This is an optimization exercise on Yosys and OpenROAD, whose aim is small area, a short achievable clock period and few clock cycles per item, not a production implementation.
Function was checked by simulation only, so behaviour that the tests miss may differ from the original.
Power and IR drop assume default switching activity.

==> inputs of job 5329 <==
==> flow/design.v (excerpt) <==
module fir_serial_mac #(
  parameter int DATA_W = fir_pkg::DATA_W_DEF,
  parameter int COEF_W = fir_pkg::COEF_W_DEF,
  parameter int TAPS   = 11,
  parameter int FRAC_W = fir_pkg::FRAC_W_DEF,
  parameter int ADDR_W = fir_pkg::clog2(TAPS)
) (
  input  logic                     i_clk,
  input  logic                     i_rst,
  input  logic                     i_valid,
  output logic                     o_ready,
  input  logic signed [DATA_W-1:0] i_data,
  input  logic                     i_coef_we,
  input  logic [ADDR_W-1:0]        i_coef_addr,
  input  logic signed [COEF_W-1:0] i_coef_data,
  output logic                     o_valid,
  output logic signed [DATA_W-1:0] o_data,
  output logic                     o_sat
);
clock: 10.0 ns
lec_check: 0
cap_margin: 20
core_margin: 2
core_utilization: 55
place_density: 0.65
slew_margin: 30
synth_hierarchical: 1
synth_minimum_keep_size: 0
tns_end_percent: 100
standard.sh (not shown) runs the stock make flow with config.mk's settings and CLKGATE_MAP_FILE= SYNTH_SCRIPT=/design/flow/synth_recipe.tcl, a recipe that flattens the netlist after the stock synthesis.
==> flow/flow/run.sh <==
#!/bin/bash
set -e
export SETUP_SLACK_MARGIN=6.3
bash standard.sh > standard_flow.log 2>&1
==> job 3500: changes against job 5329 <==
==> flow/flow/run.sh (replaced) <==
#!/bin/bash
set -e
export SETUP_SLACK_MARGIN=6.35
bash standard.sh > standard_flow.log 2>&1
--- a/flow/config.mk
+++ b/flow/config.mk
@@ -10,2 +10,4 @@
 export CORE_UTILIZATION = 55
+export CTS_CLUSTER_DIAMETER = 90
+export CTS_CLUSTER_SIZE = 20
 export PLACE_DENSITY = 0.65
==> flow_summary_export.csv <==
group,metric,value,unit
pwr,p_switching,4.896,mW
detailed_routing,routed_wl,473800,um
outcome,run_status,"finished clean",
final_layout,clk_share,3.853,%
final_layout,final_common_cell,"fa_1",
sta,fin_crit_sh,37.63,%
pwr,p_int,8.829,mW
final_layout,sh_seq_area,20.58,%
pwr,seq-power,4.49,mW
sta,maxSlewHeadroom,19.11,%
pwr,seq_power_share,32.7,%
detailed_routing,drtIter0Drc,11538,
setup_path,critical_path.max_stage_delay,0.58,ns
Source of the figures above: job 5329

==> flow_summary_export.csv <==
group,metric,value,unit
outcome,run_status,"finished clean",
pwr,seq-power,4.47,mW
final_layout,seqCellArea,21720,um^2
pwr,p_switching,4.585,mW
sta,maxSlewHeadroom,21.17,%
detailed_routing,drtIter0Drc,11953,
grt,antenna_found_initial,35,
final_layout,clk_share,2.252,%
pwr,seq_power_share,37.0,%
sta,fin_crit_sh,37.50,%
setup_path,crit-reg2reg-launch,"h10[1]",
setup_path,worstPathMaxFanout,17,
pwr,p_int,7.509,mW
Source of the figures above: job 3500

Testbench counts of job 5329, summed over its fixed seeds: cycles 1,984, items 1,920.
Testbench counts of job 3500, summed over its fixed seeds: cycles 1,984, items 1,920.


==> inputs of branch pepper <==
fir_serial_mac, a different RTL version from the one above (not shown whole).
==> flow/config.mk <==
export PLATFORM = sky130hd
export DESIGN_NAME = fir_serial_mac
export DESIGN_NICKNAME = fir_serial_mac
export VERILOG_FILES = /design/flow/design.v
export SDC_FILE = /design/flow/constraint.sdc
export NUM_CORES = 4
export LEC_CHECK = 0
export CAP_MARGIN = 20
export CORE_MARGIN = 2
export CORE_UTILIZATION = 55
export CTS_CLUSTER_DIAMETER = 90
export CTS_CLUSTER_SIZE = 20
export PLACE_DENSITY = 0.65
export SLEW_MARGIN = 30
export SYNTH_HIERARCHICAL = 1
export SYNTH_MINIMUM_KEEP_SIZE = 0
export TNS_END_PERCENT = 100
==> flow/constraint.sdc <==
create_clock -name core_clock -period 10.0 [get_ports {i_clk}]
set_input_delay 2.0000 -clock core_clock [delete_from_list [all_inputs] [get_ports {i_clk}]]
set_output_delay 2.0000 -clock core_clock [all_outputs]
set_load 0.01 [all_outputs]
==> flow/flow/run.sh <==
#!/bin/bash
set -e
export SETUP_SLACK_MARGIN=6.45
bash standard.sh > standard_flow.log 2>&1
==> branch indigo (differences from branch pepper) <==
==> flow/flow/run.sh (replaced) <==
#!/bin/bash
set -e
export SETUP_SLACK_MARGIN=6.1
bash standard.sh > standard_flow.log 2>&1
--- a/flow/config.mk
+++ b/flow/config.mk
@@ -10,4 +10,4 @@
 export CORE_UTILIZATION = 55
-export CTS_CLUSTER_DIAMETER = 90
-export CTS_CLUSTER_SIZE = 20
+export CTS_CLUSTER_DIAMETER = 100
+export CTS_CLUSTER_SIZE = 24
 export PLACE_DENSITY = 0.65
==> branch lagoon (differences from branch pepper) <==
==> flow/flow/run.sh (replaced) <==
#!/bin/bash
set -e
export SETUP_SLACK_MARGIN=6.35
bash standard.sh > standard_flow.log 2>&1
==> run notes <==
In branch indigo the register-to-register slack is lower than in branch pepper, by 0.21 ns.
Of branch lagoon and branch pepper, branch pepper has the higher cell area (gap about 3%, measured against branch pepper).
In flip-flop and latch count, branch lagoon and branch indigo do not differ.
Branch pepper passed the timing, design-rule and antenna checks. Branch indigo produced a clean layout. Branch lagoon completed without violations.
The lowest routed wire length belongs to branch indigo, the highest to branch pepper.
In branch pepper the first-iteration DRC count is smaller than in branch indigo, by about 1.7%.
Maximum frequency: branch indigo < branch lagoon < branch pepper.
Testbench counts of branch pepper, summed over its fixed seeds: cycles 1,984, items 1,920.
Testbench counts of branch indigo, summed over its fixed seeds: cycles 1,984, items 1,920.
Testbench counts of branch lagoon, summed over its fixed seeds: cycles 1,984, items 1,920.


==> umber: inputs <==
fir_serial_mac again, from the RTL that the note above started with.
export LEC_CHECK = 0
export CAP_MARGIN = 20
export CORE_MARGIN = 2
export CORE_UTILIZATION = 55
export CTS_CLUSTER_DIAMETER = 90
export CTS_CLUSTER_SIZE = 20
export PLACE_DENSITY = 0.65
export SLEW_MARGIN = 30
export SYNTH_HIERARCHICAL = 1
export SYNTH_MINIMUM_KEEP_SIZE = 0
export TNS_END_PERCENT = 100
create_clock -name core_clock -period 10.0 [get_ports {i_clk}]
==> flow/flow/run.sh <==
#!/bin/bash
set -e
export SETUP_SLACK_MARGIN=6.2
bash standard.sh > standard_flow.log 2>&1
==> inputs of ember, as changes to umber <==
==> flow/flow/run.sh (replaced) <==
#!/bin/bash
set -e
export SETUP_SLACK_MARGIN=6.3
bash standard.sh > standard_flow.log 2>&1
==> flow_summary.ini <==
[outcome]
status = complete, no violations

[power_and_ir_drop]
leakage_nw = 39.9
comb_cell_power_mw = 3.87

[clocking]
post_cts_buffers = 21

[setup_path]
cp.required_ns = 10.65
r2r_setup_slack_ns = 6.29
worstPathArrival_ns = 4.36
rr_worst_depth = 9

[global_route]
grt_pass1_vias = 71300
grt.met1_usage = 0.608

[routing]
finalWirelength_microns = 420000
drt_iter0_drc = 9770

[sta]
whs_ns = 0.446

[layout]
fin_util = 0.592
[end of results for ember]
==> flow_summary.ini <==
[power_and_ir_drop]
comb_cell_power_mw = 3.64
leakage_nw = 39.7

[setup_path]
rr_worst_depth = 7
cp.required_ns = 10.64
r2r_setup_slack_ns = 6.19

[outcome]
status = complete, no violations

[layout]
fin_util = 0.584

[global_route]
grt_pass1_vias = 71200
grt.met1_usage = 0.609

[routing]
drt_iter0_drc = 9599
finalWirelength_microns = 417000
[end of results for umber]
Testbench counts of umber, summed over its fixed seeds: cycles 1,984, items 1,920.
Testbench counts of ember, summed over its fixed seeds: cycles 1,984, items 1,920.

what the ideal ports hide:
The flow's constraints put no driver on any port. The routed layouts listed below were extracted and timed again, unchanged, in two steps.
Step 1 sets driving cells, clkbuf_16 on the clock port and buf_2 on the other inputs (assumed; they add their load-dependent delay and slew).
Step 2 moves the port delays by t, midway between the first and last clock arrival at a register: inputs arrive t later, outputs are due t later. That takes back most of the time a late clock gives input paths.
Three values: ideal ports, drivers, drivers and shift; two values: the first two.
run | shift t [ns] | setup slack, ns | worst hold slack (ns) | worst slew at a driven data input, ns
job 5329 | 0.899 | 6.237 / 6.222 / 6.203 | 0.441 / 0.441 / 0.441 | 0.06
job 3500 | 0.850 | 6.250 / 6.250 / 6.250 | 0.447 / 0.447 / 0.447 | 0.06
branch pepper | 0.847 | 6.308 / 6.308 / 6.308 | 0.447 / 0.447 / 0.447 | 0.05
branch indigo | 0.897 | 6.093 / 6.048 / 6.093 | 0.446 / 0.446 / 0.446 | 0.05
branch lagoon | 0.843 | 6.297 / 6.267 / 6.297 | 0.446 / 0.446 / 0.446 | 0.05
umber | 0.837 | 6.189 / 6.132 / 6.189 | 0.445 / 0.445 / 0.445 | 0.05
ember | 0.847 | 6.294 / 6.262 / 6.294 | 0.446 / 0.446 / 0.446 | 0.04
After both steps every run listed still meets setup and hold. The setup slack of job 5329, which loses most, moves by -0.015 ns with the drivers and by -0.034 ns with both steps.
